Context: an optimization exercise on an open-source flow, tuned for small area. The choices shown serve that exercise and are no tape-out recipe.
At most, simulation tests tie the RTL to the original design; equivalence was not proved.
The RTL of runs 1 to 3 was laid out without a check of its function.
Power and IR drop assume default switching activity.

<file path="flow/flow/dont_use.txt">
sky130_fd_sc_hd__lpflow_bleeder_1
sky130_fd_sc_hd__lpflow_clkbufkapwr_1
sky130_fd_sc_hd__lpflow_clkbufkapwr_16
sky130_fd_sc_hd__lpflow_clkbufkapwr_2
sky130_fd_sc_hd__lpflow_clkbufkapwr_4
sky130_fd_sc_hd__lpflow_clkbufkapwr_8
sky130_fd_sc_hd__lpflow_clkinvkapwr_1
sky130_fd_sc_hd__lpflow_clkinvkapwr_16
sky130_fd_sc_hd__lpflow_clkinvkapwr_2
sky130_fd_sc_hd__lpflow_clkinvkapwr_4
sky130_fd_sc_hd__lpflow_clkinvkapwr_8
sky130_fd_sc_hd__lpflow_decapkapwr_12
sky130_fd_sc_hd__lpflow_decapkapwr_3
sky130_fd_sc_hd__lpflow_decapkapwr_4
sky130_fd_sc_hd__lpflow_decapkapwr_6
sky130_fd_sc_hd__lpflow_decapkapwr_8
sky130_fd_sc_hd__lpflow_inputiso0n_1
sky130_fd_sc_hd__lpflow_inputiso0p_1
sky130_fd_sc_hd__lpflow_inputiso1n_1
sky130_fd_sc_hd__lpflow_inputiso1p_1
sky130_fd_sc_hd__lpflow_inputisolatch_1
sky130_fd_sc_hd__lpflow_isobufsrc_1
sky130_fd_sc_hd__lpflow_isobufsrc_16
sky130_fd_sc_hd__lpflow_isobufsrc_2
sky130_fd_sc_hd__lpflow_isobufsrc_4
sky130_fd_sc_hd__lpflow_isobufsrc_8
sky130_fd_sc_hd__lpflow_isobufsrckapwr_16
sky130_fd_sc_hd__lpflow_lsbuf_lh_hl_isowell_tap_1
sky130_fd_sc_hd__lpflow_lsbuf_lh_hl_isowell_tap_2
sky130_fd_sc_hd__lpflow_lsbuf_lh_hl_isowell_tap_4
sky130_fd_sc_hd__lpflow_lsbuf_lh_isowell_4
sky130_fd_sc_hd__lpflow_lsbuf_lh_isowell_tap_1
sky130_fd_sc_hd__lpflow_lsbuf_lh_isowell_tap_2
sky130_fd_sc_hd__lpflow_lsbuf_lh_isowell_tap_4
sky130_fd_sc_hd__probe_p_8
sky130_fd_sc_hd__probec_p_8
</file>
<file path="flow/flow/abc_5.abc">
strash
&get -n
&fraig -x
&put
scorr
dc2
strash
&get -n
&dch -f
&nf
&put
</file>
<file path="flow/flow/abc_9.abc">
strash
&get -n
&fraig -x
&put
scorr
dc2
strash
&get -n
&dch -f
&nf -R 1000 -E 10 -p -C 32 -F 8
&put
</file>
<file path="flow/flow/abc_8.abc">
strash
dc2
strash
&get -n
&dch -f
&nf -R 1000 -E 100
&put
</file>
<file path="flow/flow/abc_4.abc">
strash
&get -n
&dch -f
&nf -a -R 1000
&put
</file>
<file path="flow/config.mk">
export PLATFORM = sky130hd
export DESIGN_NAME = aurora_lane
export DESIGN_NICKNAME = aurora_lane
export VERILOG_FILES = /design/flow/design.v
export SDC_FILE = /design/flow/constraint.sdc
export NUM_CORES = 4
export LEC_CHECK = 0
export CAP_MARGIN = 10
export CELL_PAD_IN_SITES_DETAIL_PLACEMENT = 1
export CELL_PAD_IN_SITES_GLOBAL_PLACEMENT = 2
export CORE_MARGIN = 2
export CORE_UTILIZATION = 40
export SLEW_MARGIN = 10
</file>
<file path="flow/constraint.sdc">
create_clock -name core_clock -period 6.25 [get_ports {clk160}]
set_input_delay 1.2500 -clock core_clock [delete_from_list [all_inputs] [get_ports {clk160}]]
set_output_delay 1.2500 -clock core_clock [all_outputs]
set_load 0.01 [all_outputs]
</file>
<file path="flow/flow/abc_1.abc">
strash
&get -n
&fraig -x
&put
scorr
dc2
strash
dch -f
amap
</file>
<file path="flow/flow/abc_6.abc">
strash
&get -n
&fraig -x
&put
scorr
dc2
strash
&get -n
&dch -f
&nf -R 1000 -E 100
&put
</file>
<file path="flow/flow/abc_7.abc">
strash
&get -n
&fraig -x
&put
scorr
dc2
strash
&get -n
&dch -f
&nf -R 1000 -E 100 -C 32 -F 8 -A 4
&put
</file>
<file path="flow/standard.sh">
#!/bin/bash
# synth_recipe.tcl (not shown) runs the flow's synth.tcl, then flattens the netlist and writes it again
# the make line also repeats each setting of config.mk as NAME=value (left out here)
make -C /OpenROAD-flow-scripts/flow DESIGN_CONFIG=/design/flow/config.mk WORK_HOME=/design/flow/orfs CLKGATE_MAP_FILE= SYNTH_SCRIPT=/design/flow/synth_recipe.tcl "${@:-finish}"
</file>
<file path="flow/design.v">
`default_nettype none
package aurora_pkg;
    localparam int PAYLOAD_W  = 64;
    localparam int HDR_W      = 2;
    localparam int BLOCK_W    = PAYLOAD_W + HDR_W;
    localparam int WORD_W     = 32;
    localparam int BYTE_W     = 8;
    localparam int WORD_BEATS = WORD_W / BYTE_W;
    typedef enum logic [HDR_W-1:0] {
        SH_BAD0 = 2'b00,
        SH_DATA = 2'b01,
        SH_CTRL = 2'b10,
        SH_BAD3 = 2'b11
    } sync_hdr_e;
    typedef enum logic {
        BS_SEARCH = 1'b0,
        BS_LOCKED = 1'b1
    } bsync_state_e;
endpackage
`default_nettype wire
`timescale 1ns/1ps
`default_nettype none
import aurora_pkg::*;
module tx_lane
(
    input  logic                 clk160,
    input  logic                 rst,
    input  logic [aurora_pkg::PAYLOAD_W-1:0] data_i,
    input  aurora_pkg::sync_hdr_e            sync_i,
    output logic                 data_next_o,
    output logic [aurora_pkg::BYTE_W-1:0]    byte_o,
    output logic [1:0]                       beat_o    
);
    localparam int TAIL_W = 30;                  
    localparam int CAT_W  = BLOCK_W + TAIL_W;    
    logic [1:0]         beat_q;
    logic [5:0]         rd2_q;       
    logic               need_blk;
    logic [BLOCK_W-1:0] hold_q;
    logic [TAIL_W-1:0]  tail_q;
    logic [CAT_W-1:0]   cat;
    logic [3:0]         rd_byte;
    logic [13:0]        win;
    logic [7:0]         line;
    assign need_blk    = (beat_q == 2'd3) && (rd2_q > 6'd28);
    assign data_next_o = need_blk;
    assign beat_o      = beat_q;
    always_ff @(posedge clk160) begin
        if (rst) begin
            beat_q <= '0;
            rd2_q  <= 6'd48;
        end else begin
            beat_q <= beat_q + 1'b1;
            if (need_blk) begin
                rd2_q <= {2'b00, 4'(rd2_q - 6'd29)};
            end else begin
                rd2_q <= rd2_q + 6'd4;
            end
        end
    end
    always_ff @(posedge clk160) begin
        if (need_blk) begin
            hold_q <= {data_i, sync_i};
            tail_q <= hold_q[BLOCK_W-1:BLOCK_W-TAIL_W];
        end
    end
    assign cat     = {hold_q, tail_q};
    assign rd_byte = rd2_q[5:2];
    logic [11:0]  q_hot;
    logic [3:0]   s_hot;
    logic [103:0] catx;
    logic [3:0]   grp_n [14];
    logic [1:0]   half_n [8];
    assign catx = {8'b0, cat};
    always_comb begin
        for (int i = 0; i < 12; i++) q_hot[i] = (rd_byte == 4'(i));
        for (int i = 0; i < 4; i++)  s_hot[i] = (rd2_q[1:0] == 2'(i));
        for (int k = 0; k < 14; k++) begin
            for (int g = 0; g < 4; g++)
                grp_n[k][g] = ~((q_hot[3*g]   & catx[8*(3*g)+k]) |
                                (q_hot[3*g+1] & catx[8*(3*g+1)+k]) |
                                (q_hot[3*g+2] & catx[8*(3*g+2)+k]));
            win[k] = ~&grp_n[k];
        end
        for (int b = 0; b < 8; b++) begin
            half_n[b][0] = ~((s_hot[0] & win[b])   | (s_hot[1] & win[b+2]));
            half_n[b][1] = ~((s_hot[2] & win[b+4]) | (s_hot[3] & win[b+6]));
            line[b] = ~&half_n[b];
        end
    end
    assign byte_o = line;
endmodule
`default_nettype wire
`timescale 1ns/1ps
`default_nettype none
import aurora_pkg::*;
module rx_gearbox
(
    input  logic               clk160,
    input  logic               rst,
    input  logic [1:0]         beat_i,      
    input  logic [aurora_pkg::BYTE_W-1:0]  byte_i,
    input  logic               slip_i,
    output logic [aurora_pkg::BLOCK_W-1:0] block_o,
    output logic               block_valid_o
);
    localparam int SR_W   = 105;
    localparam int FILL_W = 7;
    logic [SR_W-1:0]   sr_q;
    logic [FILL_W-1:0] fill_q;
    logic              word_done;
    logic              emit;
    logic [FILL_W-1:0] cat_fill;
    logic              slip_pend_q;
    logic              slip_req;
    logic              slip_go;
    logic [4:0]        pos;
    logic [2:0]        pos_hi;
    logic [2:0]        sel_a;
    logic [2:0]        sel_b;
    logic [1:0]        sel_c;
    logic [1:0]        sel_d;
    logic [2:0]        sel_a_q;
    logic [2:0]        sel_b_q;
    logic [1:0]        sel_c_q;
    logic [1:0]        sel_d_q;
    logic [100:0]      win;
    logic [76:0]       st1n;
    logic [68:0]       st2;
    logic [66:0]       st3n;
    assign word_done = (beat_i == 2'd3);
    assign emit      = (fill_q >= FILL_W'(BLOCK_W));
    always_comb begin
        if (word_done)  cat_fill = fill_q + FILL_W'(WORD_W);
        else if (emit)  cat_fill = fill_q - FILL_W'(BLOCK_W);
        else            cat_fill = fill_q;
        slip_req = slip_i || slip_pend_q;
        slip_go  = slip_req && (cat_fill != '0);
    end
    always_ff @(posedge clk160) begin
        if (rst) begin
            fill_q        <= '0;
            slip_pend_q   <= 1'b0;
            block_valid_o <= 1'b0;
        end else begin
            fill_q        <= slip_go ? cat_fill - 1'b1 : cat_fill;
            slip_pend_q   <= slip_req && !slip_go;
            block_valid_o <= emit;
        end
    end
    always_ff @(posedge clk160) begin
        sr_q <= {byte_i, sr_q[SR_W-1:BYTE_W]};
    end
    always_comb begin
        pos    = 5'(7'd97 - fill_q);
        pos_hi = pos[4:2];
        sel_a  = {pos_hi >= 3'd6, pos_hi >= 3'd3 && pos_hi < 3'd6, pos_hi < 3'd3};
        sel_b  = {pos_hi == 3'd2 || pos_hi == 3'd5,
                  pos_hi == 3'd1 || pos_hi == 3'd4 || pos_hi == 3'd7,
                  pos_hi == 3'd0 || pos_hi == 3'd3 || pos_hi == 3'd6};
        sel_c  = {pos[1], !pos[1]};
        sel_d  = {pos[0], !pos[0]};
    end
    always_ff @(posedge clk160) begin
        sel_a_q <= sel_a;
        sel_b_q <= sel_b;
        sel_c_q <= sel_c;
        sel_d_q <= sel_d;
    end
    assign win = sr_q[100:0];
    always_comb begin
        for (int k = 0; k < 77; k++)
            st1n[k] = ~((sel_a_q[0] & win[k]) | (sel_a_q[1] & win[k+12]) | (sel_a_q[2] & win[k+24]));
        for (int k = 0; k < 69; k++)
            st2[k] = ~((sel_b_q[0] & st1n[k]) | (sel_b_q[1] & st1n[k+4]) | (sel_b_q[2] & st1n[k+8]));
        for (int k = 0; k < 67; k++)
            st3n[k] = ~((sel_c_q[0] & st2[k]) | (sel_c_q[1] & st2[k+2]));
        for (int k = 0; k < 66; k++)
            block_o[k] = ~((sel_d_q[0] & st3n[k]) | (sel_d_q[1] & st3n[k+1]));
    end
endmodule
`default_nettype wire
`timescale 1ns/1ps
`default_nettype none
import aurora_pkg::*;
module block_sync
#(
    parameter int SH_CNT_MAX     = 64,
    parameter int SH_INVALID_MAX = 16
) (
    input  logic      clk160,
    input  logic      rst,
    input  aurora_pkg::sync_hdr_e hdr_i,
    input  logic      hdr_valid_i,
    output logic      slip_o,
    output logic      lock_o
);
    localparam int CNT_W = $clog2(SH_CNT_MAX);
    localparam int INV_W = $clog2(SH_INVALID_MAX);
    aurora_pkg::bsync_state_e     state_q;
    logic [CNT_W-1:0] sh_cnt_q;
    logic [INV_W-1:0] inv_cnt_q;
    logic             skip_q;
    logic             hdr_ok;
    logic             window_end;
    assign hdr_ok      = (hdr_i == SH_DATA) || (hdr_i == SH_CTRL);
    assign window_end  = (sh_cnt_q == CNT_W'(SH_CNT_MAX - 1));
    always_ff @(posedge clk160) begin
        if (rst) begin
            state_q   <= BS_SEARCH;
            sh_cnt_q  <= '0;
            inv_cnt_q <= '0;
            skip_q    <= 1'b0;
            slip_o    <= 1'b0;
        end else begin
            slip_o <= 1'b0;
            if (hdr_valid_i) begin
                if (skip_q) begin
                    skip_q <= 1'b0;
                end else begin
                    case (state_q)
                        BS_SEARCH: begin
                            if (!hdr_ok) begin
                                slip_o   <= 1'b1;
                                skip_q   <= 1'b1;
                                sh_cnt_q <= '0;
                            end else if (window_end) begin
                                state_q   <= BS_LOCKED;
                                sh_cnt_q  <= '0;
                                inv_cnt_q <= '0;
                            end else begin
                                sh_cnt_q <= sh_cnt_q + 1'b1;
                            end
                        end
                        BS_LOCKED: begin
                            if (!hdr_ok && inv_cnt_q == INV_W'(SH_INVALID_MAX - 1)) begin
                                state_q   <= BS_SEARCH;
                                slip_o    <= 1'b1;
                                skip_q    <= 1'b1;
                                sh_cnt_q  <= '0;
                                inv_cnt_q <= '0;
                            end else if (window_end) begin
                                sh_cnt_q  <= '0;
                                inv_cnt_q <= '0;
                            end else begin
                                sh_cnt_q  <= sh_cnt_q + 1'b1;
                                inv_cnt_q <= inv_cnt_q + INV_W'(!hdr_ok);
                            end
                        end
                        default: state_q <= BS_SEARCH;
                    endcase
                end
            end
        end
    end
    assign lock_o = (state_q == BS_LOCKED);
endmodule
`default_nettype wire
`timescale 1ns/1ps
`default_nettype none
import aurora_pkg::*;
module aurora_lane
#(
    parameter int SH_CNT_MAX     = 64,
    parameter int SH_INVALID_MAX = 16
) (
    input  logic                 clk160,
    input  logic                 rst,
    input  logic [aurora_pkg::PAYLOAD_W-1:0] tx_data_i,
    input  aurora_pkg::sync_hdr_e            tx_sync_i,
    output logic                 tx_data_next_o,
    output logic [aurora_pkg::BYTE_W-1:0]    tx_byte_o,
    input  logic [aurora_pkg::BYTE_W-1:0]    rx_byte_i,
    output logic [aurora_pkg::PAYLOAD_W-1:0] rx_data_o,
    output aurora_pkg::sync_hdr_e            rx_sync_o,
    output logic                 rx_valid_o,
    output logic                 block_lock_o
);
    logic [BLOCK_W-1:0] rx_block;
    logic               rx_block_valid;
    logic               slip;
    logic [1:0]         beat;
    tx_lane u_tx_lane (
        .clk160      (clk160),
        .rst         (rst),
        .data_i      (tx_data_i),
        .sync_i      (tx_sync_i),
        .data_next_o (tx_data_next_o),
        .byte_o      (tx_byte_o),
        .beat_o      (beat)
    );
    rx_gearbox u_rx_gearbox (
        .clk160        (clk160),
        .rst           (rst),
        .beat_i        (beat),
        .byte_i        (rx_byte_i),
        .slip_i        (slip),
        .block_o       (rx_block),
        .block_valid_o (rx_block_valid)
    );
    assign rx_sync_o = aurora_pkg::sync_hdr_e'(rx_block[HDR_W-1:0]);
    assign rx_data_o = rx_block[BLOCK_W-1:HDR_W];
    block_sync #(
        .SH_CNT_MAX     (SH_CNT_MAX),
        .SH_INVALID_MAX (SH_INVALID_MAX)
    ) u_block_sync (
        .clk160      (clk160),
        .rst         (rst),
        .hdr_i       (rx_sync_o),
        .hdr_valid_i (rx_block_valid),
        .slip_o      (slip),
        .lock_o      (block_lock_o)
    );
    assign rx_valid_o = rx_block_valid && block_lock_o;
endmodule
`default_nettype wire
</file>
<file path="flow/flow/run.sh">
#!/bin/bash
# Own layout flow: the standard flow, with three changes.
#  1. After the standard synthesis, the combinational cells are mapped again by
#     ABC for area with a few scripts, keeping the smallest result; flip-flops
#     are left exactly as the standard synthesis made them.
#  2. Port buffers are the smallest buffer cell.
#  3. CTS without dummy loads.
# Every tool writes its full output to a log of its own in this folder.
set -euo pipefail
W=$PWD
R=$W/orfs/results/$FLOW_PLATFORM/aurora_lane/base
LIB=$FLOW_HOME/platforms/$FLOW_PLATFORM/lib/sky130_fd_sc_hd__tt_025C_1v80.lib

export CTS_ARGS="-sink_clustering_enable -repair_clock_nets -dont_use_dummy_load -buf_list sky130_fd_sc_hd__clkbuf_16 -sink_clustering_size 30 -sink_clustering_max_diameter 80"
export BUFFER_PORTS_ARGS="-buffer_cell sky130_fd_sc_hd__buf_1"

bash standard.sh synth > $W/log_1_standard_synth.txt 2>&1
cp $R/1_2_yosys.v $W/std_1_2_yosys.v

DU=""
for c in $(cat $W/flow/dont_use.txt); do DU="$DU -dont_use $c"; done
FLOPS=$(grep -oE "sky130_fd_sc_hd__[a-z0-9_]+" $W/std_1_2_yosys.v | sort -u | grep -E "__(df|edf|sdf|dl)" | tr '\n' ' ')
best=""
best_area=""
for s in $W/flow/abc_*.abc; do
  n=$(basename $s .abc)
  cat > $W/remap_$n.ys <<EOF
read_liberty -ignore_miss_func $LIB
read_verilog $W/std_1_2_yosys.v
hierarchy -top $FLOW_TOP
setattr -mod -set keep_hierarchy 1 $FLOPS
flatten
opt_clean
abc -script $s -liberty $LIB $DU
opt_clean -purge
blackbox $FLOPS
hilomap -singleton -hicell sky130_fd_sc_hd__conb_1 HI -locell sky130_fd_sc_hd__conb_1 LO
insbuf -buf sky130_fd_sc_hd__buf_4 A X
splitnets
opt_clean -purge
tee -o $W/remap_$n.stat stat -liberty $LIB
write_verilog -noattr -nohex -nodec $W/remap_$n.v
EOF
  if yosys -s $W/remap_$n.ys > $W/log_2_remap_$n.txt 2>&1; then
    a=$(grep "Chip area for module" $W/remap_$n.stat | head -1 | awk '{print $NF}')
    echo "$n $a" >> $W/remap_areas.txt
    if [[ -z "$best_area" ]] || awk -v a="$a" -v b="$best_area" 'BEGIN{exit !(a<b)}'; then
      best=$n; best_area=$a
    fi
  fi
done
echo "best $best $best_area" >> $W/remap_areas.txt
cp $W/remap_$best.v $R/1_2_yosys.v
rm -f $R/1_synth.odb $R/1_synth.sdc
bash standard.sh > $W/log_3_standard_layout.txt 2>&1
</file>
==> results of run 1 <==
## how the worst max path moves through the flow
| stage | end | slack [ps] |
|---|---|---|
| after floorplan | tx_data_next_o | 1910 |
| after detailed placement | tx_byte_o[2] | 1910 |
| final | tx_byte_o[2] | 1220 |
| after global placement | tx_byte_o[2] | 1930 |
| after global routing | tx_byte_o[2] | 1040 |
| after CTS | tx_byte_o[2] | 1340 |
## area by class of cell
cell class,instances,area [µm²]
clock buffer,14,350
fill,2722,13400
inverter,12,46.3
multi-input combinational,585,4280
sequential,241,5800
tap,330,413
timing repair buffer,170,706
## worst max-delay path: cells and delay by family (launching register included)
kind                   cells  cell delay, ps
AOI/OAI and AO/OA          5             770
buffers and inverters      1             200
DFF                        1             690
and+or+nand+nor            3            1600
## power groups by stage
| stage | combinational (mW) | clock [mW] | sequential (mW) |
|---|---|---|---|
| final | 0.286 | 0.889 | 1.76 |
| after global routing | 0.310 | 0.959 | 1.77 |
| after floorplan | 0.175 | 0 | 1.77 |
| after detailed placement | 0.283 | 0 | 1.79 |
| after global placement | 0.277 | 0 | 1.79 |
| after CTS | 0.285 | 0.918 | 1.76 |
## sequential cells by signal, summed over array words and instances, names as in the netlist, 2 cells and up
signal                  count
u_block_sync.inv_cnt_q      4
u_block_sync.sh_cnt_q       6
u_rx_gearbox.fill_q         7
u_rx_gearbox.sel_a_q        3
u_rx_gearbox.sel_b_q        3
u_rx_gearbox.sel_c_q        2
u_rx_gearbox.sel_d_q        2
u_rx_gearbox.sr_q         105
u_tx_lane.beat_q            2
u_tx_lane.hold_q           66
u_tx_lane.rd2_q             6
u_tx_lane.tail_q           30
## metal layers
metal | vias to the layer above | track usage [%]
li1 | 4175 | -
met1 | 4557 | 32.6
met2 | 465 | 42.2
met3 | 71 | 3.18
met4 | 0 | 9.13
met5 | - | 0
## through the flow
stage	power, mW	hold slack, ps
after floorplan	1.94	310
after global placement	2.07	315
after detailed placement	2.07	318
after CTS	2.96	321
after global routing	3.04	323
final	2.93	324
==> results.sh, run 1 <==
export IMPL_hold_path_end="u_rx_gearbox.sr_q[91]"
export IMPL_grt_max_degree=71
export IMPL_core_area_mm2=0.0250
export IMPL_area_growth_syn_to_layout_pct=14.8
export IMPL_die_area_mm2=0.0265
export IMPL_cp_cell_sequence="nand2b_1, nor2_1, a222oi_1, o21ai_0, a221oi_1, and3_1, a2bb2oi_1, o211ai_1, buf_1"
export IMPL_dpl_cell_count=1338
export IMPL_max_cap_violations=0
export IMPL_fin_area_mm2=0.0116
export IMPL_grt_first_pass_wirelength_um=52100
export IMPL_rows=58
export IMPL_end_kind="primary output"
export IMPL_status="finished clean"
export IMPL_die_x_um=163
export IMPL_slowest_stage="nor2_1"
export IMPL_fin_skew_ps=60.6
export IMPL_criticalPathCategory="reg2out"
export IMPL_worst_r2r_endpoint="u_block_sync.sh_cnt_q[4]"
export IMPL_hold_violations=0
export IMPL_antenna_found_initial=0
export IMPL_cp_max_fo=13
export IMPL_dp_hpwl_um=24400
export IMPL_wl_met3_um=2280
export IMPL_ir_worst_vdd_mv=0.259
export IMPL_drtIter0Drc=1740
export IMPL_power_density_mw_per_mm2=253
export IMPL_cts_resized=0
export IMPL_cp_arrival_ps=3780
export IMPL_clk_latency_ps=510
export IMPL_setup_tns_ps=0
export IMPL_maxSlewHeadroom_pct=14.6
export IMPL_min_path_type="reg2reg"
export IMPL_drt_first_pass_iters=12
export IMPL_critPathRequiredTime_ps=5000
export IMPL_post_route_min_period_ps=5030
export IMPL_netlist_area_mm2=0.0101
export IMPL_final_cell_mix="157 x a222oi_1, 152 x buf_1, 150 x a22oi_1"
export IMPL_highest_layer="met4"
export IMPL_combPwrFrac_pct=9.8
export IMPL_p_clk_share_pct=30.3
export IMPL_die_y_um=163
export IMPL_start_kind="flop"
export IMPL_wl_met2_um=16400
export IMPL_dpl_cell_area_mm2=0.0112
export IMPL_drv_slew=0
export IMPL_p_sw_share_pct=24.8
export IMPL_numCtsBuffers=14
export IMPL_fin_ws_ps=1220
export IMPL_cts_hold_buf=0
export IMPL_yosys_warnings=5
export IMPL_pin_count=153
export IMPL_grt_setup_unrepaired="no"
export IMPL_start_util_pct=40.4
export IMPL_portBuffers=152
export IMPL_synth_nets=914
export IMPL_place_worst_setup_slack_ps=1910
export IMPL_regToRegSetupSlack_ps=1880
export IMPL_min_path_cells=0
export IMPL_gr_total_overflow=0
export IMPL_synthCells=838
export IMPL_p_seq_share_pct=59.9
export IMPL_slowest_delay_ps=1020
export IMPL_cts_tree="done"
export IMPL_wl_um=34000
export IMPL_wl_per_cell_um=25.1
export IMPL_grt_pass1_vias=9066
export IMPL_nNetsFinal=1100
export IMPL_place_gp_congestion=0.965
export IMPL_p_leak_nw=4.02
export IMPL_cts_sinks=241
export IMPL_antenna_left=0
export IMPL_n_antenna_cell=0
export IMPL_grt_total_usage_pct=24.9
export IMPL_clock_path_buffers=3
export IMPL_viasPerCell=6.86
export IMPL_vias=9268
export IMPL_switchingPower_uw=728
export IMPL_wl_met1_um=14200
export IMPL_final_util_pct=46.4
export IMPL_cts_root_buffer="clkbuf_16"
export IMPL_p_int_mw=2.20
export IMPL_avgSynthCellArea_um2=12.0
export IMPL_layout_commonest_cell="a222oi_1"
export IMPL_hold_start="u_rx_gearbox.sr_q[99]"
export IMPL_crit_start="u_tx_lane.rd2_q[2]"
export IMPL_drc=0
export IMPL_fmax_mhz=199
export IMPL_cts_setup_buffers=0
export IMPL_min_period_over_period_pct=80.4
export IMPL_h_tree_depth=1
export IMPL_clk_pin_slew_worst_paths_ps=110
export IMPL_layoutNonFillerInstCount=1352
export IMPL_worst_pin_slew_ps=1280
export IMPL_r2r_cells=12
export IMPL_drive_gt1_share_pct=4.60
export IMPL_r2r_start="u_rx_gearbox.sel_a_q[0]"
export IMPL_setup_viol=0
==> run 2: changes to the inputs <==
--- a/flow/flow/run.sh
+++ b/flow/flow/run.sh
@@ -13,3 +13,3 @@
 
-export CTS_ARGS="-sink_clustering_enable -repair_clock_nets -dont_use_dummy_load -buf_list sky130_fd_sc_hd__clkbuf_16 -sink_clustering_size 30 -sink_clustering_max_diameter 80"
+export CTS_ARGS="-sink_clustering_enable -repair_clock_nets -dont_use_dummy_load -buf_list {sky130_fd_sc_hd__clkbuf_4 sky130_fd_sc_hd__clkbuf_16} -sink_clustering_buffer sky130_fd_sc_hd__clkbuf_16 -root_buf sky130_fd_sc_hd__clkbuf_4 -sink_clustering_size 30 -sink_clustering_max_diameter 80"
 export BUFFER_PORTS_ARGS="-buffer_cell sky130_fd_sc_hd__buf_1"
--- a/flow/config.mk
+++ b/flow/config.mk
@@ -7,3 +7,3 @@
 export LEC_CHECK = 0
-export CAP_MARGIN = 10
+export CAP_MARGIN = 20
 export CELL_PAD_IN_SITES_DETAIL_PLACEMENT = 1
@@ -12,2 +12,2 @@
 export CORE_UTILIZATION = 40
-export SLEW_MARGIN = 10
+export SLEW_MARGIN = 20
==> run 2 against run 1 <==
Effect of this change:
- sequential cell count unchanged
- synthesized cell count unchanged
- first-iteration DRC count down 19%
- die area unchanged
- final cell count about the same
==> results.sh, run 2 <==
export IMPL_die_area_mm2=0.0265
export IMPL_cts_hold_buf=0
export IMPL_p_clk_share_pct=27.2
export IMPL_fin_ws_ps=1280
export IMPL_layout_commonest_cell="a222oi_1"
export IMPL_critPathRequiredTime_ps=5000
export IMPL_hold_slack_ps=339
export IMPL_clock_path_buffers=3
export IMPL_numCtsBuffers=13
export IMPL_p_leak_nw=3.99
export IMPL_grt_max_degree=71
export IMPL_h_tree_depth=1
export IMPL_hold_violations=0
export IMPL_min_period_over_period_pct=79.5
export IMPL_synthCells=838
export IMPL_clk_pin_slew_worst_paths_ps=100
export IMPL_start_util_pct=40.4
export IMPL_end_kind="primary output"
export IMPL_min_path_type="reg2reg"
export IMPL_worst_pin_slew_ps=1100
export IMPL_drtIter0Drc=1405
export IMPL_netlist_area_mm2=0.0101
export IMPL_wl_um=33800
export IMPL_antenna_left=0
export IMPL_p_int_mw=2.11
export IMPL_setup_tns_ps=0
export IMPL_max_cap_violations=0
export IMPL_combPwrFrac_pct=10.2
export IMPL_start_kind="flop"
export IMPL_cts_sinks=241
export IMPL_fmax_mhz=201
export IMPL_setup_viol=0
export IMPL_vias=9264
export IMPL_dpl_cell_area_mm2=0.0113
export IMPL_cts_tree="done"
export IMPL_p_seq_share_pct=62.5
export IMPL_nNetsFinal=1100
export IMPL_cts_resized=0
export IMPL_critPathTopFamily="compound AO/OA/AOI/OAI gates"
export IMPL_wl_per_cell_um=25.0
export IMPL_fill_cells=2740
export IMPL_regArea_mm2=0.00580
export IMPL_drt_first_pass_iters=11
export IMPL_ir_worst_vdd_mv=0.277
export IMPL_drc=0
export IMPL_rows=58
export IMPL_gr_total_overflow=0
export IMPL_reg_top3="u_rx_gearbox.sr_q (105), u_tx_lane.hold_q (66), u_tx_lane.tail_q (30)"
export IMPL_cts_setup_buffers=0
export IMPL_synth_nets=914
export IMPL_slowest_stage="dfxtp_2"
export IMPL_fin_area_mm2=0.0115
export IMPL_cp_cell_sequence="buf_4, a222oi_1, a222oi_1, a22oi_1, a22oi_1, buf_1"
export IMPL_grt_setup_unrepaired="no"
export IMPL_grt_total_usage_pct=24.7
export IMPL_fin_skew_ps=62.0
export IMPL_dp_hpwl_um=24400
export IMPL_final_cell_mix="157 x a222oi_1, 152 x buf_1, 150 x a22oi_1"
export IMPL_switchingPower_uw=701
export IMPL_drive_gt1_share_pct=4.70
export IMPL_power_density_mw_per_mm2=244
export IMPL_die_x_um=163
export IMPL_cts_root_buffer="clkbuf_4"
export IMPL_dpl_cell_count=1339
export IMPL_slowest_delay_ps=1030
export IMPL_regMostFlops="u_rx_gearbox.sr_q"
export IMPL_crit_buf_inv=2
export IMPL_layoutNonFillerInstCount=1353
export IMPL_portBuffers=152
export IMPL_area_growth_syn_to_layout_pct=14.2
export IMPL_avgSynthCellArea_um2=12.0
export IMPL_multiInputGateArea_mm2=0.00428
export IMPL_die_y_um=163
export IMPL_grt_first_pass_wirelength_um=51800
export IMPL_place_worst_setup_slack_ps=1890
export IMPL_cp_arrival_ps=3720
export IMPL_yosys_warnings=5
export IMPL_p_sw_share_pct=25.0
export IMPL_clk_latency_ps=660
export IMPL_pin_count=153
export IMPL_post_route_min_period_ps=4970
export IMPL_core_area_mm2=0.0250
export IMPL_maxSlewHeadroom_pct=26.0
export IMPL_grt_pass1_vias=9153
export IMPL_antenna_found_initial=1
export IMPL_cp_max_fo=58
export IMPL_status="finished clean"
export IMPL_place_gp_congestion=0.965
export IMPL_criticalPathCategory="reg2out"
export IMPL_viasPerCell=6.85
export IMPL_largest_reg_flops=105
export IMPL_drv_slew=0
==> run 2: cell count changes in the layout (fill, tap and decap cells not counted), sizes merged <==
cell / previous run / this run
buf: 170 / 171
clkbuf: 14 / 13
diode: 0 / 1
==> run 2: power by group through the flow <==
stage | Clock (mW) | Sequential, mW | Combinational (mW)
final | 0.765 | 1.76 | 0.287
after floorplan | 0 | 1.77 | 0.175
after global routing | 0.846 | 1.76 | 0.312
after detailed placement | 0 | 1.79 | 0.283
after CTS | 0.802 | 1.76 | 0.285
after global placement | 0 | 1.79 | 0.277
==> run 2: final cells by class <==
type	count	area share (%)
sequential	241	50.3
antenna	1	0.0217
clock buffer	13	2.37
multi-input combinational	585	37.1
timing repair buffer	171	6.18
tap	330	3.58
inverter	12	0.401
==> run 2: per-layer routing <==
layer  GRT usage (%)  vias up  wire length (µm)
met4            9.69        0              1210
li1                -     4172                 -
met5               0        -                 0
met2            42.0      493             16200
met3            3.74       61              2570
met1            31.6     4538             13800
==> run 2: final timing paths <==
kind	from	endpoint	slack, ps	depth (start not counted)
setup / recovery	u_rx_gearbox.sel_a_q[2]	rx_data_o[16]	1280	6
hold / removal	u_rx_gearbox.sr_q[101]	u_rx_gearbox.sr_q[93]	340	0
setup reg to reg	u_rx_gearbox.sel_a_q[0]	u_block_sync.sh_cnt_q[4]	1850	12
hold reg to reg	u_rx_gearbox.sr_q[101]	u_rx_gearbox.sr_q[93]	340	0
==> run 2: per-stage QoR <==
step	util, %	power (mW)
2_1_floorplan	-	1.94
3_3_place_gp	45.0	2.07
3_5_place_dp	45.1	2.07
4_1_cts	46.2	2.84
5_1_grt	46.2	2.92
6_report	46.2	2.81
==> run 3: changes to the inputs <==
--- a/flow/design.v
+++ b/flow/design.v
@@ -34,15 +34,22 @@
     localparam int TAIL_W = 30;                  
-    localparam int CAT_W  = BLOCK_W + TAIL_W;    
+    localparam int LINE_W = BLOCK_W + TAIL_W;    
     logic [1:0]         beat_q;
     logic [5:0]         rd2_q;       
+    logic [5:0]         rd2_nxt;
+    logic [1:0]         rd_byte_q;   
     logic               need_blk;
-    logic [BLOCK_W-1:0] hold_q;
-    logic [TAIL_W-1:0]  tail_q;
-    logic [CAT_W-1:0]   cat;
-    logic [3:0]         rd_byte;
+    logic               need_q;      
+    logic               keep_q;      
+    logic               need_nxt;
+    logic [BLOCK_W-1:0] blk;
+    logic [LINE_W-1:0]  line_q;
+    logic [3:0]         x_hot;
+    logic [3:0]         y_hot;
     logic [13:0]        win;
-    logic [7:0]         line;
-    assign need_blk    = (beat_q == 2'd3) && (rd2_q > 6'd28);
+    logic [1:0]         half_n [8];
+    assign need_blk    = need_q;
     assign data_next_o = need_blk;
     assign beat_o      = beat_q;
+    assign rd2_nxt  = need_blk ? {2'b00, 4'(rd2_q - 6'd29)} : rd2_q + 6'd4;
+    assign need_nxt = (beat_q == 2'd2) && (rd2_nxt > 6'd28);
     always_ff @(posedge clk160) begin
@@ -51,42 +58,35 @@
             rd2_q  <= 6'd48;
+            need_q <= 1'b0;
+            keep_q <= 1'b1;
         end else begin
             beat_q <= beat_q + 1'b1;
-            if (need_blk) begin
-                rd2_q <= {2'b00, 4'(rd2_q - 6'd29)};
-            end else begin
-                rd2_q <= rd2_q + 6'd4;
-            end
+            rd2_q  <= rd2_nxt;
+            need_q <= need_nxt;
+            keep_q <= !need_nxt;
         end
     end
+    assign blk = {data_i, sync_i};
     always_ff @(posedge clk160) begin
-        if (need_blk) begin
-            hold_q <= {data_i, sync_i};
-            tail_q <= hold_q[BLOCK_W-1:BLOCK_W-TAIL_W];
+        if (need_blk) rd_byte_q <= rd2_nxt[3:2];
+        for (int j = 0; j < LINE_W; j++) begin
+            if (j >= LINE_W - BYTE_W)
+                line_q[j] <= blk[j-TAIL_W];
+            else if (j >= TAIL_W)
+                line_q[j] <= (need_q & blk[j-TAIL_W]) | (keep_q & line_q[j+BYTE_W]);
+            else
+                line_q[j] <= (need_q & line_q[j+10]) | (keep_q & line_q[j+BYTE_W]);
         end
     end
-    assign cat     = {hold_q, tail_q};
-    assign rd_byte = rd2_q[5:2];
-    logic [11:0]  q_hot;
-    logic [3:0]   s_hot;
-    logic [103:0] catx;
-    logic [3:0]   grp_n [14];
-    logic [1:0]   half_n [8];
-    assign catx = {8'b0, cat};
     always_comb begin
-        for (int i = 0; i < 12; i++) q_hot[i] = (rd_byte == 4'(i));
-        for (int i = 0; i < 4; i++)  s_hot[i] = (rd2_q[1:0] == 2'(i));
-        for (int k = 0; k < 14; k++) begin
-            for (int g = 0; g < 4; g++)
-                grp_n[k][g] = ~((q_hot[3*g]   & catx[8*(3*g)+k]) |
-                                (q_hot[3*g+1] & catx[8*(3*g+1)+k]) |
-                                (q_hot[3*g+2] & catx[8*(3*g+2)+k]));
-            win[k] = ~&grp_n[k];
-        end
+        for (int i = 0; i < 4; i++) x_hot[i] = (rd_byte_q == 2'(i)) && !(rd2_q[5] && rd2_q[4]);
+        for (int i = 0; i < 4; i++) y_hot[i] = (rd2_q[1:0] == 2'(i));
+        for (int k = 0; k < 14; k++)
+            win[k] = ~(~((x_hot[0] & line_q[k])    | (x_hot[1] & line_q[8+k])) &
+                       ~((x_hot[2] & line_q[16+k]) | (x_hot[3] & line_q[24+k])));
         for (int b = 0; b < 8; b++) begin
-            half_n[b][0] = ~((s_hot[0] & win[b])   | (s_hot[1] & win[b+2]));
-            half_n[b][1] = ~((s_hot[2] & win[b+4]) | (s_hot[3] & win[b+6]));
-            line[b] = ~&half_n[b];
+            half_n[b][0] = ~((y_hot[0] & win[b])   | (y_hot[1] & win[b+2]));
+            half_n[b][1] = ~((y_hot[2] & win[b+4]) | (y_hot[3] & win[b+6]));
+            byte_o[b] = ~&half_n[b];
         end
     end
-    assign byte_o = line;
 endmodule
--- a/flow/config.mk
+++ b/flow/config.mk
@@ -11,3 +11,3 @@
 export CORE_MARGIN = 2
-export CORE_UTILIZATION = 40
+export CORE_UTILIZATION = 55
 export SLEW_MARGIN = 20
==> run 3 against run 2 <==
Effect of this change:
- synthesized area down 5.9%
- synthesized cell count up 1.4%
- the run now fails in 3_3_place_gp
==> results.sh, run 3 <==
export IMPL_status="stopped before the end"
export IMPL_yosys_warnings=4
export IMPL_synthCells=850
export IMPL_error_line="[ERROR GPL-0301] Utilization 103.306 % exceeds 100%."
export IMPL_avgSynthCellArea_um2=11.2
export IMPL_haltStage="3_3_place_gp"
export IMPL_portBuffers=152
export IMPL_netlist_area_mm2=0.00949
export IMPL_synth_nets=926
export IMPL_die_y_um=135
export IMPL_pin_count=153
export IMPL_die_x_um=135
export IMPL_rows=48
export IMPL_start_util_pct=55.7
==> run 4: changes to the inputs <==
--- a/flow/design.v
+++ b/flow/design.v
@@ -205,4 +205,8 @@
     logic             window_end;
+    logic             step;
+    logic             drop;
     assign hdr_ok      = (hdr_i == SH_DATA) || (hdr_i == SH_CTRL);
     assign window_end  = (sh_cnt_q == CNT_W'(SH_CNT_MAX - 1));
+    assign step        = hdr_valid_i && !skip_q;
+    assign drop        = !hdr_ok && (state_q == BS_SEARCH || inv_cnt_q == INV_W'(SH_INVALID_MAX - 1));
     always_ff @(posedge clk160) begin
@@ -215,38 +219,11 @@
         end else begin
-            slip_o <= 1'b0;
-            if (hdr_valid_i) begin
-                if (skip_q) begin
-                    skip_q <= 1'b0;
+            slip_o <= step && drop;
+            if (hdr_valid_i) skip_q <= step && drop;
+            if (step) begin
+                sh_cnt_q  <= drop ? '0 : sh_cnt_q + 1'b1;
+                inv_cnt_q <= (state_q == BS_LOCKED && !window_end) ? inv_cnt_q + INV_W'(!hdr_ok) : '0;
+                if (state_q == BS_SEARCH) begin
+                    if (hdr_ok && window_end) state_q <= BS_LOCKED;
                 end else begin
-                    case (state_q)
-                        BS_SEARCH: begin
-                            if (!hdr_ok) begin
-                                slip_o   <= 1'b1;
-                                skip_q   <= 1'b1;
-                                sh_cnt_q <= '0;
-                            end else if (window_end) begin
-                                state_q   <= BS_LOCKED;
-                                sh_cnt_q  <= '0;
-                                inv_cnt_q <= '0;
-                            end else begin
-                                sh_cnt_q <= sh_cnt_q + 1'b1;
-                            end
-                        end
-                        BS_LOCKED: begin
-                            if (!hdr_ok && inv_cnt_q == INV_W'(SH_INVALID_MAX - 1)) begin
-                                state_q   <= BS_SEARCH;
-                                slip_o    <= 1'b1;
-                                skip_q    <= 1'b1;
-                                sh_cnt_q  <= '0;
-                                inv_cnt_q <= '0;
-                            end else if (window_end) begin
-                                sh_cnt_q  <= '0;
-                                inv_cnt_q <= '0;
-                            end else begin
-                                sh_cnt_q  <= sh_cnt_q + 1'b1;
-                                inv_cnt_q <= inv_cnt_q + INV_W'(!hdr_ok);
-                            end
-                        end
-                        default: state_q <= BS_SEARCH;
-                    endcase
+                    if (drop) state_q <= BS_SEARCH;
                 end
--- a/flow/config.mk
+++ b/flow/config.mk
@@ -11,3 +11,4 @@
 export CORE_MARGIN = 2
-export CORE_UTILIZATION = 55
+export CORE_UTILIZATION = 40
+export PLACE_DENSITY = 0.7
 export SLEW_MARGIN = 20
==> run 4 against run 3 <==
Effect of this change:
- the run now finishes clean
- synthesized cell count shrank 1.9%
- synthesized area shrank 1.2%
==> results.sh, run 4 <==
export IMPL_viasPerCell=6.63
export IMPL_grt_setup_unrepaired="no"
export IMPL_critPathRequiredTime_ps=5000
export IMPL_synth_nets=910
export IMPL_end_kind="primary output"
export IMPL_status="finished clean"
export IMPL_yosys_warnings=4
export IMPL_drc=0
export IMPL_drt_first_pass_iters=11
export IMPL_core_area_mm2=0.0233
export IMPL_p_clk_share_pct=21.9
export IMPL_p_seq_share_pct=52.8
export IMPL_hold_violations=0
export IMPL_cts_tree="done"
export IMPL_setup_tns_ps=0
export IMPL_cts_setup_buffers=0
export IMPL_start_util_pct=40.3
export IMPL_die_area_mm2=0.0247
export IMPL_grt_max_degree=96
export IMPL_rows=56
export IMPL_antenna_left=0
export IMPL_antenna_found_initial=1
export IMPL_layout_commonest_cell="dfxtp_1"
export IMPL_synthCells=834
export IMPL_clk_latency_ps=660
export IMPL_grt_pass1_vias=8385
export IMPL_min_path_type="reg2reg"
export IMPL_cp_max_fo=45
export IMPL_nNetsFinal=1089
export IMPL_regMostFlops="u_rx_gearbox.sr_q"
export IMPL_clk_pin_slew_worst_paths_ps=110
export IMPL_drv_slew=0
export IMPL_drtIter0Drc=1573
export IMPL_place_worst_setup_slack_ps=2140
export IMPL_area_growth_syn_to_layout_pct=14.5
export IMPL_drive_gt1_share_pct=3.76
export IMPL_min_period_over_period_pct=77.8
export IMPL_wl_per_cell_um=22.4
export IMPL_criticalPathCategory="reg2out"
export IMPL_power_density_mw_per_mm2=332
export IMPL_fin_ws_ps=1390
export IMPL_p_int_mw=2.41
export IMPL_dp_hpwl_um=20500
export IMPL_numCtsBuffers=13
export IMPL_maxSlewHeadroom_pct=30.0
export IMPL_reg_top3="u_rx_gearbox.sr_q (105), u_tx_lane.line_q (96), u_rx_gearbox.fill_q (7)"
export IMPL_post_route_min_period_ps=4860
export IMPL_h_tree_depth=1
export IMPL_grt_total_usage_pct=23.4
export IMPL_largest_reg_flops=105
export IMPL_pin_count=153
export IMPL_grt_first_pass_wirelength_um=46800
export IMPL_fin_skew_ps=120
export IMPL_netlist_area_mm2=0.00938
export IMPL_clock_path_buffers=3
export IMPL_vias=8821
export IMPL_cts_resized=0
export IMPL_setup_viol=0
export IMPL_cts_sinks=245
export IMPL_ir_worst_vdd_mv=0.224
export IMPL_gr_total_overflow=0
export IMPL_die_y_um=157
export IMPL_combPwrFrac_pct=25.3
export IMPL_start_kind="flop"
export IMPL_worst_pin_slew_ps=1050
export IMPL_cts_root_buffer="clkbuf_4"
export IMPL_wl_um=29800
export IMPL_final_cell_mix="231 x dfxtp_1, 152 x buf_1, 146 x a222oi_1"
export IMPL_place_gp_congestion=0.823
export IMPL_avgSynthCellArea_um2=11.2
export IMPL_portBuffers=152
export IMPL_p_leak_nw=4.44
export IMPL_p_sw_share_pct=32.3
export IMPL_die_x_um=157
export IMPL_fmax_mhz=206
export IMPL_max_cap_violations=0
export IMPL_switchingPower_mw=1.15
export IMPL_cts_hold_buf=0
export IMPL_cp_arrival_ps=3610
-- run 4: final timing paths --
path              cells past startpoint  slack (ps)                         to               startpoint
setup / recovery                      6        1390              rx_data_o[55]  u_rx_gearbox.sel_a_q[1]
setup reg to reg                     10        2640  u_block_sync.inv_cnt_q[3]  u_rx_gearbox.sel_a_q[2]
hold reg to reg                       0         300      u_rx_gearbox.sr_q[94]   u_rx_gearbox.sr_q[102]
hold / removal                        0         300      u_rx_gearbox.sr_q[94]   u_rx_gearbox.sr_q[102]
-- run 4: worst max-delay path, cell delays in order (launching register included) --
cell and delay [ps]:
dfxtp_2 910, buf_4 460, a222oi_1 200, a222oi_1 700
a22oi_1 230, a22oi_1 250, buf_1 170
-- run 4: per-stage QoR --
step | hold WS [ps] | util [%] | cells | total power, mW | area (µm²)
after detailed placement | 313 | 44.9 | 1317 | 2.81 | 10500
after floorplan | 310 | - | 834 | 2.47 | 9380
after global routing | 298 | 46.1 | 1331 | 3.75 | 10700
final | 297 | 46.1 | 1331 | 3.56 | 10700
after CTS | 288 | 46.1 | 1330 | 3.58 | 10700
after global placement | 315 | 44.9 | 1317 | 2.78 | 10500
-- run 4: metal layers --
metal  GRT usage (%)  share of wire [%]
met1            34.5                 46
met2            36.6                 46
met3            3.55                6.4
met4            4.03                1.4
met5               0                  0
-- run 4: cell type report --
class / instances / area [µm²]
Clock buffer: 13 / 273
Tap cell: 319 / 399
Sequential cell: 245 / 4940
Inverter: 6 / 22.5
Antenna cell: 1 / 2.50
Multi-Input combinational cell: 583 / 4430
Fill cell: 2639 / 12500
Timing Repair Buffer: 164 / 661
-- run 4: power by group through the flow --
stage	combinational (mW)	clock [mW]	sequential [mW]
4_1_cts	0.898	0.800	1.88
5_1_grt	0.990	0.861	1.90
2_1_floorplan	0.557	0	1.91
3_5_place_dp	0.892	0	1.91
6_report	0.900	0.779	1.88
3_3_place_gp	0.879	0	1.90
==> run 5: changes to the inputs <==
--- a/flow/config.mk
+++ b/flow/config.mk
@@ -12,3 +12,2 @@
 export CORE_UTILIZATION = 40
-export PLACE_DENSITY = 0.7
 export SLEW_MARGIN = 20
==> run 5 against run 4 <==
Effect of this change:
- still clean on timing, DRC and antenna
- routed wire length decreased by 0.85%
- die area unchanged
- synthesized cell count did not move
- setup slack better by 140 ps
- sequential share of layout area shrank 0.11 points
- clock-buffer cell count is 1 higher
- critical path depth unchanged
- global-route usage fell by 0.30 points
- clock power increased by 4.5%
- worst hold slack improved by 39 ps
- final cell count up 0.15%
- core utilization rose by 0.13 points
- critical path type unchanged
- critical endpoint is now rx_data_o[37]
==> results.sh, run 5 <==
export IMPL_setup_tns_ps=0
export IMPL_busiest_layer="met2"
export IMPL_gr_usage_met1_pct=30.4
export IMPL_gr_total_overflow=0
export IMPL_avgSynthCellArea_um2=11.2
export IMPL_hold_slack_ps=336
export IMPL_fin_area_mm2=0.0108
export IMPL_grt_total_usage_pct=23.1
export IMPL_setup_viol=0
export IMPL_core_area_mm2=0.0233
export IMPL_cts_root_buffer="clkbuf_4"
export IMPL_cts_tree="done"
export IMPL_cts_sinks=245
export IMPL_worst_pin_slew_ps=913
export IMPL_end_kind="primary output"
export IMPL_dp_hpwl_um=20700
export IMPL_die_x_um=157
export IMPL_cp_arrival_ps=3470
export IMPL_cts_resized=0
export IMPL_start_util_pct=40.3
export IMPL_hold_violations=0
export IMPL_largest_reg_flops=105
export IMPL_min_period_over_period_pct=75.5
export IMPL_die_y_um=157
export IMPL_vias=8791
export IMPL_pin_count=153
export IMPL_min_path_type="reg2reg"
export IMPL_drc=0
export IMPL_numCtsBuffers=14
export IMPL_antenna_found_initial=1
export IMPL_antenna_left=0
export IMPL_status="finished clean"
export IMPL_h_tree_depth=1
export IMPL_nNetsFinal=1091
export IMPL_wl_per_cell_um=22.2
export IMPL_post_route_min_period_ps=4720
export IMPL_maxSlewHeadroom_pct=38.9
export IMPL_hold_path_end="u_rx_gearbox.sr_q[94]"
export IMPL_layout_commonest_cell="dfxtp_1"
export IMPL_synth_nets=910
export IMPL_die_area_mm2=0.0247
export IMPL_portBuffers=152
export IMPL_yosys_warnings=4
export IMPL_ir_worst_vdd_mv=0.217
export IMPL_use_met3_pct=3.36
export IMPL_grt_use_met2_pct=40.4
export IMPL_r2r_cells=10
export IMPL_synthCells=834
export IMPL_drt_first_pass_iters=12
export IMPL_place_gp_congestion=0.883
export IMPL_grt_pass1_vias=8618
export IMPL_dpl_cell_area_mm2=0.0105
export IMPL_viasPerCell=6.59
export IMPL_regToRegSetupSlack_ps=2690
export IMPL_wl_um=29600
export IMPL_drtIter0Drc=1117
export IMPL_rows=56
export IMPL_crit_start="u_rx_gearbox.sel_a_q[1]"
export IMPL_fin_skew_ps=49.4
export IMPL_grt_max_degree=89
export IMPL_area_growth_syn_to_layout_pct=14.8
export IMPL_drive_gt1_share_pct=3.85
export IMPL_clock_path_buffers=3
export IMPL_grt_setup_unrepaired="no"
export IMPL_hold_start="u_rx_gearbox.sr_q[102]"
export IMPL_cts_setup_buffers=0
export IMPL_final_cell_mix="231 x dfxtp_1, 152 x buf_1, 146 x a222oi_1"
export IMPL_regMostFlops="u_rx_gearbox.sr_q"
export IMPL_drv_slew=0
export IMPL_fmax_mhz=212
export IMPL_cts_hold_buf=0
export IMPL_clk_latency_ps=650
export IMPL_clk_pin_slew_worst_paths_ps=90
export IMPL_criticalPathCategory="reg2out"
export IMPL_min_path_cells=0
export IMPL_r2r_start="u_rx_gearbox.sel_a_q[1]"
export IMPL_grt_first_pass_wirelength_um=46500
export IMPL_worst_r2r_endpoint="u_block_sync.inv_cnt_q[3]"
export IMPL_reg_top3="u_rx_gearbox.sr_q (105), u_tx_lane.line_q (96), u_rx_gearbox.fill_q (7)"
export IMPL_cp_max_fo=47
export IMPL_power_density_mw_per_mm2=335
export IMPL_netlist_area_mm2=0.00938
export IMPL_critPathRequiredTime_ps=5000
export IMPL_start_kind="flop"
export IMPL_max_cap_violations=0
export IMPL_p_leak_nw=4.46
run 5: power by group:
group | internal, mW | switching [mW]
registers | 1.74 | 0.164
clock network | 0.333 | 0.481
logic | 0.364 | 0.520
total | 2.44 | 1.17
run 5: worst max path at each step:
stage	to	slack (ps)	cells past startpoint
6_report	rx_data_o[37]	1530	6
5_1_grt	rx_data_o[13]	1330	6
4_1_cts	rx_data_o[13]	1590	6
3_5_place_dp	rx_data_o[13]	2330	6
3_3_place_gp	rx_data_o[13]	2300	6
2_1_floorplan	rx_data_o[40]	2180	4
run 5: through the flow:
step | std cells | setup WS, ps | power [mW] | util, %
global placement | 1318 | 2300 | 2.80 | 45.0
finish | 1333 | 1530 | 3.60 | 46.3
floorplan | 834 | 2180 | 2.47 | -
CTS | 1332 | 1590 | 3.63 | 46.2
detailed placement | 1318 | 2330 | 2.82 | 45.0
global route | 1333 | 1330 | 3.80 | 46.3
run 5: area by class of cell:
type / instances / area, µm²
Fill cell: 2648 / 12500
Sequential cell: 245 / 4940
Multi-Input combinational cell: 583 / 4430
Timing Repair Buffer: 165 / 668
Tap cell: 319 / 399
Clock buffer: 14 / 298
Inverter: 6 / 22.5
Antenna cell: 1 / 2.50
run 5: worst max-delay path: stages (launching register included):
cell	delay (ps)
dfxtp_2	890
buf_4	450
a222oi_1	200
a222oi_1	570
a22oi_1	220
a22oi_1	270
buf_1	180
run 5: routing by layer:
layer  part of all wire [%]  wire, µm  up-vias
met3                    5.8      1710       40
met1                     44     12900     4388
li1                       -         -     4057
met2                     49     14400      306
met4                    1.9       563        0
met5                      0         0        -
==> run 6: changes to the inputs <==
--- a/flow/flow/run.sh
+++ b/flow/flow/run.sh
@@ -13,3 +13,3 @@
 
-export CTS_ARGS="-sink_clustering_enable -repair_clock_nets -dont_use_dummy_load -buf_list {sky130_fd_sc_hd__clkbuf_4 sky130_fd_sc_hd__clkbuf_16} -sink_clustering_buffer sky130_fd_sc_hd__clkbuf_16 -root_buf sky130_fd_sc_hd__clkbuf_4 -sink_clustering_size 30 -sink_clustering_max_diameter 80"
+export CTS_ARGS="-sink_clustering_enable -repair_clock_nets -dont_use_dummy_load -buf_list {sky130_fd_sc_hd__clkbuf_4 sky130_fd_sc_hd__clkbuf_16} -sink_clustering_buffer sky130_fd_sc_hd__clkbuf_16 -root_buf sky130_fd_sc_hd__clkbuf_4 -sink_clustering_size 24 -sink_clustering_max_diameter 70"
 export BUFFER_PORTS_ARGS="-buffer_cell sky130_fd_sc_hd__buf_1"
==> run 6 against run 5 <==
Effect of this change:
- first-iteration DRC count fell by 1.7%
- core utilization up 0.22 points
- sequential cell count did not move
- global-route usage fell by 0.070 points
- synthesized area did not move
- cell area grew 0.46%
- non-clock buffer count did not move
- combinational power about the same
- clock power increased by 7.7%
==> results.sh, run 6 <==
export IMPL_die_x_um=157
export IMPL_fill_cells=2650
export IMPL_layout_commonest_cell="dfxtp_1"
export IMPL_yosys_warnings=4
export IMPL_die_y_um=157
export IMPL_grt_max_degree=89
export IMPL_core_area_mm2=0.0233
export IMPL_setup_viol=0
export IMPL_drv_slew=0
export IMPL_p_seq_share_pct=51.9
export IMPL_maxSlewHeadroom_pct=39.4
export IMPL_min_period_over_period_pct=74.9
export IMPL_criticalPathCategory="reg2out"
export IMPL_regArea_mm2=0.00494
export IMPL_avgSynthCellArea_um2=11.2
export IMPL_critPathRequiredTime_ps=5000
export IMPL_multiInputGateArea_mm2=0.00443
export IMPL_p_clk_share_pct=23.9
export IMPL_start_util_pct=40.3
export IMPL_h_tree_depth=1
export IMPL_nNetsFinal=1093
export IMPL_netlist_area_mm2=0.00938
export IMPL_gr_total_overflow=0
export IMPL_die_area_mm2=0.0247
export IMPL_rows=56
export IMPL_slowest_delay_ps=870
export IMPL_place_worst_setup_slack_ps=2330
export IMPL_power_density_mw_per_mm2=339
export IMPL_hold_slack_ps=326
export IMPL_drive_gt1_share_pct=4.04
export IMPL_drc=0
export IMPL_finalPower_mw=3.66
export IMPL_end_kind="primary output"
export IMPL_reg_top3="u_rx_gearbox.sr_q (105), u_tx_lane.line_q (96), u_rx_gearbox.fill_q (7)"
export IMPL_hold_violations=0
export IMPL_cts_sinks=245
export IMPL_grt_setup_unrepaired="no"
export IMPL_p_sw_share_pct=32.1
export IMPL_drtIter0Drc=1098
export IMPL_fin_ws_ps=1570
export IMPL_synthCells=834
export IMPL_cp_arrival_ps=3430
export IMPL_wl_um=29500
export IMPL_numCtsBuffers=16
export IMPL_ir_worst_vdd_mv=0.228
export IMPL_grt_total_usage_pct=23.0
export IMPL_synth_nets=910
export IMPL_dp_hpwl_um=20700
export IMPL_cts_resized=0
export IMPL_setup_tns_ps=0
export IMPL_combPwrFrac_pct=24.1
export IMPL_start_kind="flop"
export IMPL_cts_root_buffer="clkbuf_4"
export IMPL_switchingPower_mw=1.18
export IMPL_dpl_cell_count=1318
export IMPL_grt_first_pass_wirelength_um=46500
export IMPL_wl_per_cell_um=22.1
export IMPL_clk_latency_ps=670
export IMPL_max_cap_violations=0
export IMPL_worst_pin_slew_ps=906
export IMPL_min_path_type="reg2reg"
export IMPL_slowest_stage="dfxtp_2"
export IMPL_antenna_left=0
export IMPL_cp_cell_sequence="buf_4, a222oi_1, a222oi_1, a22oi_1, a22oi_1, buf_1"
export IMPL_area_growth_syn_to_layout_pct=15.3
export IMPL_final_cell_mix="231 x dfxtp_1, 152 x buf_1, 146 x a222oi_1"
export IMPL_post_route_min_period_ps=4680
export IMPL_p_int_mw=2.49
export IMPL_cts_setup_buffers=0
export IMPL_cp_max_fo=47
export IMPL_largest_reg_flops=105
export IMPL_clock_path_buffers=3
export IMPL_pin_count=153
export IMPL_portBuffers=152
export IMPL_regMostFlops="u_rx_gearbox.sr_q"
export IMPL_cts_hold_buf=0
export IMPL_fin_skew_ps=58.2
export IMPL_clk_pin_slew_worst_paths_ps=90
export IMPL_viasPerCell=6.60
export IMPL_antenna_found_initial=1
export IMPL_fmax_mhz=214
export IMPL_place_gp_congestion=0.883
export IMPL_p_leak_nw=4.48
export IMPL_drt_first_pass_iters=12
export IMPL_layoutNonFillerInstCount=1335
export IMPL_status="finished clean"
export IMPL_vias=8816
export IMPL_cts_tree="done"
export IMPL_grt_pass1_vias=8638
## run 6: cell types whose count changed in the layout (fill, tap and decap cells not counted)
cell       delta
clkbuf_16     +2
## run 6: stage by stage
| stage | instance area (µm²) | util, % |
|---|---|---|
| 2_1_floorplan | 9380 | - |
| 3_3_place_gp | 10500 | 45.0 |
| 3_5_place_dp | 10500 | 45.0 |
| 4_1_cts | 10800 | 46.5 |
| 5_1_grt | 10800 | 46.5 |
| 6_report | 10800 | 46.5 |
## run 6: final timing paths
path | start | endpoint | slack, ps | depth (start not counted)
hold reg to reg | u_rx_gearbox.sr_q[89] | u_rx_gearbox.sr_q[81] | 330 | 0
setup reg to reg | u_rx_gearbox.sel_a_q[1] | u_block_sync.inv_cnt_q[3] | 2740 | 10
hold / removal | u_rx_gearbox.sr_q[89] | u_rx_gearbox.sr_q[81] | 330 | 0
setup / recovery | u_rx_gearbox.sel_a_q[1] | rx_data_o[13] | 1570 | 6
## run 6: routing by layer
metal  track usage [%]  part of all wire (%)
met1              30.6                    43
met2              40.0                    49
met3              2.95                   5.9
met4              5.19                   1.7
met5                 0                     0
## run 6: critical path, delay by kind of cell (launching register included)
kind | cells | cell delay (ps)
flip-flops | 1 | 870
buffers and inverters | 2 | 650
AO/OA/AOI/OAI | 4 | 1250
## run 6: power by group through the flow
stage | Combinational [mW] | Sequential (mW) | Clock (mW)
3_3_place_gp | 0.872 | 1.93 | 0
6_report | 0.884 | 1.90 | 0.877
5_1_grt | 0.971 | 1.93 | 0.967
3_5_place_dp | 0.880 | 1.94 | 0
4_1_cts | 0.886 | 1.90 | 0.912
2_1_floorplan | 0.557 | 1.91 | 0
## run 6: layout make-up
class | count | area share (%)
flip-flops and latches | 245 | 45.7
multi-input cells | 583 | 41.0
repair buffers | 165 | 6.18
well taps | 319 | 3.69
clock buffers | 16 | 3.22
inverters | 6 | 0.208
diodes | 1 | 0.0231
==> run 7: changes to the inputs <==
--- a/flow/flow/run.sh
+++ b/flow/flow/run.sh
@@ -13,3 +13,3 @@
 
-export CTS_ARGS="-sink_clustering_enable -repair_clock_nets -dont_use_dummy_load -buf_list {sky130_fd_sc_hd__clkbuf_4 sky130_fd_sc_hd__clkbuf_16} -sink_clustering_buffer sky130_fd_sc_hd__clkbuf_16 -root_buf sky130_fd_sc_hd__clkbuf_4 -sink_clustering_size 24 -sink_clustering_max_diameter 70"
+export CTS_ARGS="-sink_clustering_enable -repair_clock_nets -dont_use_dummy_load -buf_list {sky130_fd_sc_hd__clkbuf_4 sky130_fd_sc_hd__clkbuf_8} -sink_clustering_buffer sky130_fd_sc_hd__clkbuf_8 -root_buf sky130_fd_sc_hd__clkbuf_4 -sink_clustering_size 14 -sink_clustering_max_diameter 70"
 export BUFFER_PORTS_ARGS="-buffer_cell sky130_fd_sc_hd__buf_1"
==> run 7 against run 6 <==
Effect of this change:
- clock skew increased by 13 ps
- die area unchanged
- clock power decreased by about 10%
- synthesized area unchanged
- worst hold slack got worse by 34 ps
- global-route usage increased by 0.062 points
- clock-buffer cell count increased by 6
- sequential share of layout area increased by 0.27 points
- highest routed layer unchanged
==> results.sh, run 7 <==
export IMPL_drive_gt1_share_pct=4.60
export IMPL_fin_skew_ps=71.4
export IMPL_grt_use_met2_pct=39.8
export IMPL_end_kind="primary output"
export IMPL_slowest_stage="dfxtp_2"
export IMPL_setup_tns_ps=0
export IMPL_cp_max_fo=47
export IMPL_busiest_layer="met2"
export IMPL_drt_first_pass_iters=9
export IMPL_regToRegSetupSlack_ps=2640
export IMPL_netlist_area_mm2=0.00938
export IMPL_regMostFlops="u_rx_gearbox.sr_q"
export IMPL_clk_pin_slew_worst_paths_ps=90
export IMPL_worst_r2r_endpoint="u_block_sync.inv_cnt_q[3]"
export IMPL_drv_slew=0
export IMPL_clock_path_buffers=3
export IMPL_yosys_warnings=4
export IMPL_die_area_mm2=0.0247
export IMPL_cts_resized=0
export IMPL_final_cell_mix="231 x dfxtp_1, 152 x buf_1, 146 x a222oi_1"
export IMPL_critPathRequiredTime_ps=5000
export IMPL_fin_area_mm2=0.0108
export IMPL_die_x_um=157
export IMPL_portBuffers=152
export IMPL_r2r_start="u_rx_gearbox.sel_a_q[1]"
export IMPL_cts_tree="done"
export IMPL_clk_latency_ps=690
export IMPL_p_leak_nw=4.46
export IMPL_slowest_delay_ps=880
export IMPL_status="finished clean"
export IMPL_synth_nets=910
export IMPL_die_y_um=157
export IMPL_fmax_mhz=211
export IMPL_grt_total_usage_pct=23.1
export IMPL_grt_pass1_vias=8649
export IMPL_post_route_min_period_ps=4740
export IMPL_start_util_pct=40.3
export IMPL_pin_count=153
export IMPL_cts_root_buffer="clkbuf_4"
export IMPL_place_worst_setup_slack_ps=2330
export IMPL_power_density_mw_per_mm2=333
export IMPL_reg_top3="u_rx_gearbox.sr_q (105), u_tx_lane.line_q (96), u_rx_gearbox.fill_q (7)"
export IMPL_min_period_over_period_pct=75.8
export IMPL_dpl_cell_area_mm2=0.0105
export IMPL_antenna_found_initial=1
export IMPL_cts_setup_buffers=0
export IMPL_criticalPathCategory="reg2out"
export IMPL_core_area_mm2=0.0233
export IMPL_drtIter0Drc=1085
export IMPL_synthCells=834
export IMPL_place_gp_congestion=0.883
export IMPL_fill_cells=2648
export IMPL_hold_start="u_rx_gearbox.sr_q[89]"
export IMPL_start_kind="flop"
export IMPL_fin_ws_ps=1510
export IMPL_final_util_pct=46.2
export IMPL_min_path_type="reg2reg"
export IMPL_dp_hpwl_um=20700
export IMPL_area_growth_syn_to_layout_pct=14.7
export IMPL_max_cap_violations=0
export IMPL_worst_pin_slew_ps=903
export IMPL_wl_um=29800
export IMPL_regArea_mm2=0.00494
export IMPL_wl_per_cell_um=22.2
export IMPL_grt_max_degree=89
export IMPL_min_path_cells=0
export IMPL_hold_path_end="u_rx_gearbox.sr_q[81]"
export IMPL_largest_reg_flops=105
export IMPL_antenna_left=0
export IMPL_cp_cell_sequence="buf_4, a222oi_1, a222oi_1, a22oi_1, a22oi_1, buf_1"
export IMPL_multiInputGateArea_mm2=0.00443
export IMPL_gr_total_overflow=0
export IMPL_h_tree_depth=1
export IMPL_dpl_cell_count=1318
export IMPL_grt_setup_unrepaired="no"
export IMPL_viasPerCell=6.60
export IMPL_rows=56
export IMPL_cts_sinks=245
export IMPL_numCtsBuffers=22
export IMPL_grt_first_pass_wirelength_um=46600
export IMPL_vias=8847
export IMPL_maxSlewHeadroom_pct=39.5
export IMPL_cts_hold_buf=0
export IMPL_drc=0
export IMPL_layoutNonFillerInstCount=1341
export IMPL_setup_viol=0
export IMPL_ir_worst_vdd_mv=0.145
export IMPL_avgSynthCellArea_um2=11.2
export IMPL_gr_usage_met1_pct=30.5
export IMPL_hold_violations=0
export IMPL_nNetsFinal=1099
export IMPL_r2r_cells=10
export IMPL_use_met3_pct=3.72
export IMPL_layout_commonest_cell="dfxtp_1"
export IMPL_cp_arrival_ps=3490
-- run 7: worst max-delay path by stage --
| stage | from | cells past startpoint | to |
|---|---|---|---|
| after detailed placement | u_rx_gearbox.sel_a_q[2] | 6 | rx_data_o[13] |
| after CTS | u_rx_gearbox.sel_a_q[1] | 6 | rx_data_o[13] |
| after floorplan | u_rx_gearbox.sel_a_q[1] | 4 | rx_data_o[40] |
| final | u_rx_gearbox.sel_a_q[1] | 6 | rx_data_o[37] |
| after global placement | u_rx_gearbox.sel_a_q[1] | 6 | rx_data_o[13] |
| after global routing | u_rx_gearbox.sel_a_q[1] | 6 | rx_data_o[13] |
-- run 7: report_power, final --
part / switching (mW) / leakage (nW) / internal, mW
combinational: 0.522 / 2.25 / 0.364
sequential: 0.164 / 2.06 / 1.74
clock: 0.499 / 0.150 / 0.290
total: 1.18 / 4.46 / 2.39
-- run 7: layer usage --
layer	routed length [µm]	part of all wire [%]
met1	13100	44
met2	14300	48
met3	1730	5.8
met4	595	2.0
met5	0	0
-- run 7: worst max-delay path, delay by kind of cell, from the launching register on --
kind / cells / cell delay [ps]
compound gates: 4 / 1260
flops: 1 / 880
buf+inv: 2 / 640
-- run 7: cell type report --
class                   count  share of cell area, %
repair buffers            165                   6.22
flip-flops and latches    245                   46.0
clock buffers              22                   2.64
multi-input cells         583                   41.2
inverters                   6                  0.209
diodes                      1                 0.0233
well taps                 319                   3.71
-- run 7: per-stage QoR --
stage	hold slack (ps)	total power [mW]
floorplan	310	2.47
global route	268	3.77
CTS	270	3.60
global placement	316	2.80
detailed placement	322	2.82
finish	292	3.58

## re-timing with driven ports
In the flow no input, the clock included, has a driving cell. The finished layouts below were timed again as built, in two steps.
Step 1 (the two cells are an assumption about what drives the block):
set clk [get_ports {clk160}]
set_driving_cell -lib_cell sky130_fd_sc_hd__clkbuf_16 $clk
set_driving_cell -lib_cell sky130_fd_sc_hd__buf_2 [delete_from_list [all_inputs] $clk]
Step 2 adds t to the input delays and takes it off the output delays; t is the mean of the earliest and latest rising clock arrival at the registers after step 1. Input paths then give back, and output paths get back, about the clock's delay inside the block.
Three values: ideal ports, drivers, drivers and shift; two values: the first two.
| run | t (ns) | setup slack, ns | hold WS [ns] | worst setup path at the end | worst data-port slew with drivers (ns) |
|---|---|---|---|---|---|
| run 1 | 0.519 | 1.224 / 1.177 / 1.696 | 0.324 / 0.324 / 0.324 | register to output | 0.05 |
| run 2 | 0.671 | 1.283 / 1.239 / 1.846 | 0.339 / 0.339 / 0.339 | register to register | 0.05 |
| run 4 | 0.649 | 1.385 / 1.339 / 1.988 | 0.297 / 0.297 / 0.297 | register to output | 0.06 |
| run 5 | 0.675 | 1.528 / 1.485 / 2.161 | 0.336 / 0.336 / 0.336 | register to output | 0.05 |
| run 6 | 0.683 | 1.569 / 1.527 / 2.210 | 0.326 / 0.326 / 0.326 | register to output | 0.05 |
| run 7 | 0.688 | 1.510 / 1.469 / 2.157 | 0.292 / 0.292 / 0.292 | register to output | 0.05 |
After both steps setup and hold are still met in every run listed.
